This design comes from an exercise in tuning for small area and few clock cycles per item on the open sky130 flow, not from production work. Only simulation tests tie the RTL to the original design; equivalence was not proved. Power figures rest on the tool's default switching activity, not on a simulated workload.

## job 104
==> flow/design.v <==
module boardRenderer (
    input  logic       clock,
    input  logic       reset,
    input  logic       trigger,
    input  logic [3:0] redX,
    input  logic [3:0] redY,
    input  logic [3:0] blueX,
    input  logic [3:0] blueY,
    output logic [9:0] x,
    output logic [8:0] y,
    output logic [2:0] colour,
    output logic       plotEnable,
    output logic       busy
);
    logic         clearing;      
    logic         pending;       
    logic         running;       
    logic [8:0]   tile;          
    logic [3:0]   dy;            
    logic [3:0]   dx;            
    logic [7:0]   redTile;
    logic [7:0]   blueTile;
    logic [1:0]   tileColour;    
    logic [513:0] ring;
    logic         plotting;
    logic         accept;
    logic         rowEnd;
    logic         tileEnd;
    logic         first;
    logic         wrap;
    logic         isRed;
    logic         isBlue;
    logic [1:0]   head;
    logic [1:0]   store;
    assign rowEnd  = dx[3] & dx[0];                               
    assign tileEnd = rowEnd & dy[3] & dy[0];                      
    assign first   = dx == 4'd0 && dy == 4'd0;
    assign wrap    = (tileEnd & tile[8])
                   | (!running & tile[1] & dy[2] & !dy[1] & dy[0] & dx[2] & dx[1] & !dx[0]);
    assign plotting = running & !tile[8];
    assign busy     = clearing | pending | plotting;
    assign accept   = trigger & !busy;
    assign head   = ring[1:0];
    assign isRed  = tile[7:0] == redTile;
    assign isBlue = tile[7:0] == blueTile;
    always_comb begin
        store = head;
        if (clearing) begin
            store = 2'b00;
        end else if (running && first && (isRed || isBlue)) begin
            store = {isRed, isBlue};
        end
    end
    always_ff @(posedge clock) begin
        ring <= {store, ring[513:2]};
    end
    always_ff @(posedge clock) begin
        if (first) begin
            tileColour <= store;
        end
    end
    always_ff @(posedge clock) begin
        if (reset) begin
            clearing <= 1'b1;
            pending  <= 1'b0;
            running  <= 1'b0;
            tile     <= '0;
            dy       <= '0;
            dx       <= '0;
        end else begin
            if (wrap) begin
                clearing <= 1'b0;
                running  <= pending | accept;
                pending  <= 1'b0;
                tile     <= '0;
                dy       <= '0;
                dx       <= '0;
            end else begin
                if (accept) begin
                    pending <= 1'b1;
                end
                if (!rowEnd) begin
                    dx <= dx + 1'b1;
                end else begin
                    dx <= '0;
                    if (!tileEnd) begin
                        dy <= dy + 1'b1;
                    end else begin
                        dy   <= '0;
                        tile <= tile + 1'b1;
                    end
                end
            end
        end
    end
    always_ff @(posedge clock) begin
        if (accept) begin
            redTile  <= {redY, redX};
            blueTile <= {blueY, blueX};
        end
    end
    logic [1:0] shown;
    assign shown = first ? store : tileColour;
    assign x          = {7'(tile[3:0]) + {tile[3:0], 2'b00} + 7'(dx[3:1]), dx[0]};
    assign y          = 9'({7'(tile[7:4]) + {1'b0, tile[7:4], 2'b00} + 7'(dy[3:1]), dy[0]});
    assign colour     = {shown[1], shown[1] & shown[0], shown[0]};
    assign plotEnable = plotting;
endmodule
Settings: LEC_CHECK=0, CAP_MARGIN=20, CORE_MARGIN=2, CORE_UTILIZATION=70, SLEW_MARGIN=20; clock period 6.0 ns.
standard.sh (not shown) runs the stock make flow with config.mk's settings and CLKGATE_MAP_FILE= SYNTH_SCRIPT=/design/flow/synth_recipe.tcl, a recipe that flattens the netlist after the stock synthesis.
==> flow/flow/run.sh <==
#!/bin/bash
# The standard layout (standard.sh, standard synthesis included) with two changes:
# - the port buffers are sky130_fd_sc_hd__buf_1 cells (the smallest buffer);
# - clock tree synthesis uses clkbuf_4 only, sink clusters of up to 12 within
#   40 um, and no dummy loads.
# standard.sh's full output goes to standard.log; ORFS keeps each step's log
# under orfs/logs/.
set -euo pipefail
export BUFFER_PORTS_ARGS="-buffer_cell sky130_fd_sc_hd__buf_1"
export CTS_ARGS="-sink_clustering_enable -repair_clock_nets -sink_clustering_size 12 -sink_clustering_max_diameter 40 -buf_list sky130_fd_sc_hd__clkbuf_4 -dont_use_dummy_load"
bash standard.sh > standard.log 2>&1
Testbench counts of job 104, summed over its fixed seeds: cycles 6,579,184, passes 256.
### job 104 -> job 105
--- a/flow/design.v
+++ b/flow/design.v
@@ -35,9 +35,9 @@
     assign rowEnd  = dx[3] & dx[0];                               
     assign tileEnd = rowEnd & dy[3] & dy[0];                      
     assign first   = dx == 4'd0 && dy == 4'd0;
     assign wrap    = (tileEnd & tile[8])
-                   | (!running & tile[1] & dy[2] & !dy[1] & dy[0] & dx[2] & dx[1] & !dx[0]);
+                   | (!running & tile[1] & dy[2] & !dy[1] & dy[0] & dx[2] & dx[1] & dx[0]);
     assign plotting = running & !tile[8];
     assign busy     = clearing | pending | plotting;
     assign accept   = trigger & !busy;
     assign head   = ring[1:0];
## What came out
Looking at met3 track demand over resource, job 105 sits 0.26 points lower than job 104 does.
Job 104 has a lower global-route usage than job 105.
Final worst-path setup slack for job 105: 0.051 ns down relative to job 104
Looking at job 105 and job 104, the net switching power figure is a wash.
Job 104 → job 105: count of cells along the worst hold path flat; routed wire length up about 1.2%; hold slack down 0.039 ns; global-route wire length before repair up about 1.5%; maximum clock rate down about 1.2%.
Testbench counts of job 105, summed over its fixed seeds: cycles 6,579,184, passes 256.

## re-timing with driven ports
The flow's constraints put no driver on any port. The routed layouts listed below were extracted and timed again, unchanged, in two steps.
Step 1 sets driving cells, clkbuf_16 on the clock port and buf_2 on the other inputs (assumed; they add their load-dependent delay and slew).
Step 2 moves the port delays by t, midway between the first and last clock arrival at a register: inputs arrive t later, outputs are due t later. That takes back most of the time a late clock gives input paths.
Three values: ideal, step 1, step 2; two values: the first two.
run | t (ns) | setup WS [ns] | hold WS [ns] | worst setup path at the end | pins driven straight from the clock port
job 104 | 0.662 | 1.819 / 1.781 / 2.443 | 0.295 / 0.295 / 0.295 | register to output | 1
job 105 | 0.690 | 1.769 / 1.730 / 2.420 | 0.256 / 0.256 / 0.256 | register to output | 1
After both steps every run listed still meets setup and hold.
